What follows belongs to an exercise in optimizing a design on an open flow for small area, a short achievable clock period and few clock cycles per item; a production flow would make more cautious choices.
The RTL was checked by simulation tests, not by an equivalence proof against the original design.

==> flow/design.v, too long to show whole: its modules and the start of the top module <==
// module csa_fa: 10 lines
// module csa_ha: 9 lines
// module csa_pg: 11 lines
// module csa_gc: 8 lines
// module csa_bsel: 9 lines
// module param_wallace_multiplier: 3943 lines
module param_wallace_multiplier
#(
    parameter int WIDTH = 32
) (
    input  logic                 clk,
    input  logic                 rst,
    input  logic [WIDTH-1:0]     a,
    input  logic [WIDTH-1:0]     b,
    input  logic                 signed_mode,
    input  logic                 in_valid,
    output logic                 in_ready,
    output logic [2*WIDTH-1:0]   product,
    output logic                 out_valid,
    input  logic                 out_ready
);
  // ...
==> flow/run.sh <==
#!/bin/bash
# synth_recipe.tcl (not shown) runs the flow's synth.tcl, then flattens the netlist and writes it again
# the make line also repeats each setting of config.mk as NAME=value (left out here)
make -C /OpenROAD-flow-scripts/flow DESIGN_CONFIG=/design/flow/config.mk WORK_HOME=/design/flow/orfs CLKGATE_MAP_FILE= SYNTH_SCRIPT=/design/flow/synth_recipe.tcl finish
==> flow/config.mk <==
export PLATFORM = sky130hd
export DESIGN_NAME = param_wallace_multiplier
export DESIGN_NICKNAME = param_wallace_multiplier
export VERILOG_FILES = /design/flow/design.v
export SDC_FILE = /design/flow/constraint.sdc
export NUM_CORES = 4
export LEC_CHECK = 0
export CAP_MARGIN = 20
export CORE_MARGIN = 2
export CORE_UTILIZATION = 40
export SLEW_MARGIN = 20
export SYNTH_HIERARCHICAL = 1
export SYNTH_MINIMUM_KEEP_SIZE = 0
==> flow/constraint.sdc <==
create_clock -name core_clock -period 5.0 [get_ports {clk}]
set_input_delay 1.0000 -clock core_clock [delete_from_list [all_inputs] [get_ports {clk}]]
set_output_delay 1.0000 -clock core_clock [all_outputs]
set_load 0.01 [all_outputs]
==> impl_metrics.csv, run 1 <==
group,metric,value,unit
layout,fillCellCount,8840,
layout,seq_share,0.2721,
layout,stdcell_count,4434,
layout,nMultiInputCombCells,2426,
sta,rsz0062_at_grt,"false",
worst_hold_path,min-delay-start,"v_q[1]",
layout,n_all_inverters,17,
clocking,ctsResizeCount,0,
logic_synthesis,synth_enable_flop_cells,388,
worst_hold_path,hold_depth,2,
global_route,antenna_found_initial,2,
drt,routed_wl,122300,um
global_route,grt.total_usage,0.2460,
logic_synthesis,yosys.cell_types.count,23,
layout,multi_input_area_share,0.5993,
layout,nNonClkBuffers,234,
placement,dp.cells,4344,
placement,place_ws,1.200,ns
outcome,status,"finished clean",
logic_synthesis,yosys.area.top_type,"edfxtp_1",
placement,gp_congestion,0.9665,
logic_synthesis,yosys.area_share.xor_xnor,0.1322,
Testbench counts, summed over its fixed seeds: cycles 8,024, items 8,000.
==> run 2, diff against run 1 <==
--- a/flow/config.mk
+++ b/flow/config.mk
@@ -7,7 +7,8 @@
 export LEC_CHECK = 0
 export CAP_MARGIN = 20
 export CORE_MARGIN = 2
-export CORE_UTILIZATION = 40
+export CORE_UTILIZATION = 60
+export SETUP_SLACK_MARGIN = 1.5
 export SLEW_MARGIN = 20
 export SYNTH_HIERARCHICAL = 1
 export SYNTH_MINIMUM_KEEP_SIZE = 0
==> run 2 against run 1 <==
  * Critical path depth grew 2
  * Flip-flop and latch count is the same
  * Still clean
  * Register-to-register slack gained 0.37 ns
  * Global-route usage grew 12 points
  * Synthesized cell count is the same
  * Highest routed layer unchanged
  * Die area shrank 33%
==> impl_metrics.csv, run 2 <==
group,metric,value,unit
outcome,status,"finished clean",
logic_synthesis,syn-mean-instance-area,13.26,um^2
layout,stdcell_count,4128,
floorplan,start_util,0.6074,
placement,dp_hpwl,95030,um
layout,fin_nets,3908,
logic_synthesis,syn_inst,2952,
placement,gp_congestion,0.9928,
worst_setup_path,reg2reg_depth,9,
layout,drive_above_1_share,0.1201,
layout,top_register,"st4_q",
sta,setup_violations,0,
worst_setup_path,required,5.33,ns
floorplan,die_w,259.5,um
clocking,clk_root_buffer_cell,"clkbuf_16",
worst_setup_path,cp_cell_sequence,"fa_2 -> fa_2 -> ha_4 -> a21o_1 -> a21o_1 -> a21o_1 -> a21o_1 -> a21o_1 -> xor2_1",
worst_setup_path,r2r_end,"product_q[31]",
global_route,grt_overflow,0,
worst_setup_path,cp-end-kind,"register",
logic_synthesis,synth_flop_cell,"edfxtp_1",
layout,reg_top3,"st4_q (242), product_q (64), a_q (32)",
sta,hold_violations,0,
floorplan,dieArea,0.06731,mm^2
floorplan,row_count,93,
clocking,cts_max_level,2,
clocking,clockBufferDepth,3,
worst_setup_path,crit_start,"st4_q[48]",
logic_synthesis,yosys.cell_types.count,23,
drt,viasPerCell,6.557,
sta,clock_skew,0.02306,ns
global_route,grt_pass1_vias,28270,
drt,vias,27070,
flow_run,max_cap_violations,0,
logic_synthesis,ys_seq_area_frac,0.2991,
worst_setup_path,crit_fanout,4,
drt,firstDrtPassIters,5,
placement,portBuffers,134,
drt,wl_per_cell,29.52,um
sta,final.min_clock_period,3.519,ns
placement,dp.cells,3931,
floorplan,core_area,0.06446,mm^2
sta,drv_slew,0,
global_route,antenna_found_initial,4,
global_route,grt.total_usage,0.3653,
layout,layout_commonest_cell,"xor2_1",
clocking,clk_pin_slew,0.06,ns
worst_hold_path,hold_path.class,"register to register",
sta,tns,0,ns
sta,rsz0062_at_grt,"true",
worst_setup_path,worstPathArrival,3.85,ns
global_route,grt_pass1_wl,180600,um
logic_synthesis,synth-seq-cells,391,
sta,max_freq,284.2,MHz
clocking,cts_buffers,47,
drt,drt_iter0_markers,3142,
logic_synthesis,post-synth-top-count-cell,"xor2_1",
clocking,cts.sinks,391,
clocking,insertion_delay,0.60,ns
clocking,cts_tree,"built",
logic_synthesis,postSynth.asyncResetShare,0,
worst_setup_path,path_class,"register to register",
sta,relSlewSlack,0.3044,
worst_setup_path,max_stage_delay,0.64,ns
sta,fin_crit_sh,0.7038,
worst_setup_path,r2r_start,"st4_q[48]",
sta,worstMarginPinSlew,1.043,ns
drt,drc,0,
floorplan,ios,135,
logic_synthesis,synth_top_area_share,0.2976,
worst_setup_path,r2r_slack,1.48,ns
layout,syn2layout_area_growth,13.28,%
layout,largest_reg_flops,242,
clocking,ctsHoldBuffers,0,
logic_synthesis,yosys-top-cells-area,"edfxtp_1 30%, fa_1 25%, xor2_1 13%, a22o_1 12%, a21o_1 6.0%",
logic_synthesis,synth_common_cells,"591 x xor2_1, 544 x a22o_1, 480 x fa_1",
logic_synthesis,synth_enable_flop_cells,388,
worst_setup_path,cp_common_cell,"a21o_1",
drt,drtAntennaViolNets,0,
worst_setup_path,slowest_stage,"fa_2",
drt,routed_wl,121800,um
worst_setup_path,critPathLaunchType,"register",
logic_synthesis,syn_area,0.03915,mm^2
floorplan,fp.dieH,259.5,um
worst_setup_path,critical_path.endpoint,"product_q[31]",
layout,final_cell_mix,"587 x xor2_1, 544 x a22o_1, 458 x fa_1",
logic_synthesis,yosys.area.top_type,"edfxtp_1",
global_route,grt_max_degree,58,
logic_synthesis,yosysWarningCount,10,
worst_hold_path,min-delay-start,"v_q[1]",
-- run 2: changes by cell type in the layout (fill, tap and decap cells not counted), moves of 6 or more --
cell / delta
ha_1: -40
and2_4: +6
fa_2: +22
buf_12: +38
ha_2: +8
ha_4: +32
fa_1: -22
and2_1: -6
buf_4: +77
-- run 2: through the flow --
| stage | setup WS [ns] | instance area (um^2) | hold slack, ns | util |
|---|---|---|---|---|
| final | 1.481 | 44350 | 0.4559 | 0.6880 |
| after global routing | 1.441 | 44350 | 0.4971 | 0.6880 |
| after CTS | 1.491 | 43740 | 0.4567 | 0.6786 |
| after detailed placement | 1.151 | 40870 | 0.4487 | 0.6340 |
| after global placement | 1.190 | 40870 | 0.4361 | 0.6340 |
| after floorplan | 0.8366 | 39220 | 0.4199 | - |
-- run 2: worst min-delay path by stage --
stage                        to  slack, ns  cells past startpoint
global placement    out_valid_q       0.44                      2
CTS                 out_valid_q       0.46                      2
detailed placement  out_valid_q       0.45                      2
floorplan           out_valid_q       0.42                      2
finish              out_valid_q       0.46                      2
global route             v_q[1]       0.50                      2
-- run 2: cells by family after synthesis --
family,Yosys count,synth area share
AOI/OAI and AO/OA,874,0.1840
adders and majority gates,604,0.2851
xor gates and xnor gates,591,0.1322
DFF,391,0.2991
and+or+nand+nor,338,0.05529
buffers and inverters,150,0.04362
other,2,0.0001918
muxes,2,0.0005113
-- run 2: per-layer routing --
metal | GRT usage | share of wire | vias up | routed length (um)
met4 | 0.1614 | 0.053 | 4 | 6471
met5 | 0 | 0.00026 | - | 32
met1 | 0.4838 | 0.39 | 13770 | 47840
met2 | 0.5681 | 0.45 | 1611 | 54810
met3 | 0.09734 | 0.10 | 358 | 12690
li1 | - | - | 11330 | -
-- run 2: modules after synthesis (local to each module, per instance) --
module                    cells inside  area [um^2]  copies in the design  flops+latches
csa_pg                               2        13.76                   252              0
csa_fa                               1        20.02                   480              0
csa_ha                               1        12.51                   109              0
csa_gc                               1        7.507                    62              0
csa_bsel                             1        8.758                   544              0
param_wallace_multiplier          1253        19480                     1            391
-- run 2: layout make-up --
class / instances / area, um^2
inverter: 17 / 63.81
timing repair buffer: 352 / 3502
clock buffer: 55 / 1249
fill: 4598 / 20110
clock inverter: 31 / 405.4
antenna: 1 / 2.502
tap: 855 / 1070
multi-input combinational: 2426 / 26350
sequential: 391 / 11710
-- run 2: timing repair --
action,4_1_cts,5_1_grt
resized for setup,61,45
buffers inserted,79,31
endpoints found under the setup margin,149,67
pin swaps,25,81
-- run 2: critical path, delay by kind of cell, from the launching register on --
| kind | cells | cell delay, ns |
|---|---|---|
| adders and majority gates | 3 | 1.41 |
| xor gates and xnor gates | 1 | 0.41 |
| AOI/OAI and AO/OA | 5 | 0.99 |
| DFF | 1 | 0.44 |

[port drivers added, routing unchanged]
The results above use ideal ports. As a check the final layouts listed here were re-extracted and re-timed, cells and wires unchanged.
Step 1 (the two cells are an assumption about what drives the block):
set clk [get_ports {clk}]
set_driving_cell -lib_cell sky130_fd_sc_hd__clkbuf_16 $clk
set_driving_cell -lib_cell sky130_fd_sc_hd__buf_2 [delete_from_list [all_inputs] $clk]
Step 2 moves the port delays by t, midway between the first and last clock arrival at a register: inputs arrive t later, outputs are due t later. That takes back most of the time a late clock gives input paths.
a / b / c = no drivers / after step 1 / after step 2; a / b = the first two.
run | t, ns | slack for setup (ns) | hold slack, ns | latest minus earliest clock arrival (ns) | worst register clock-pin slew, ns
run 1 | 0.703 | 1.110 / 1.110 / 1.110 | 0.466 / 0.466 / 0.466 | 0.035 / 0.034 | 0.07 / 0.07
run 2 | 0.657 | 1.481 / 1.481 / 1.481 | 0.456 / 0.456 / 0.456 | 0.024 / 0.025 | 0.07 / 0.07
After both steps setup and hold are still met in every run listed.
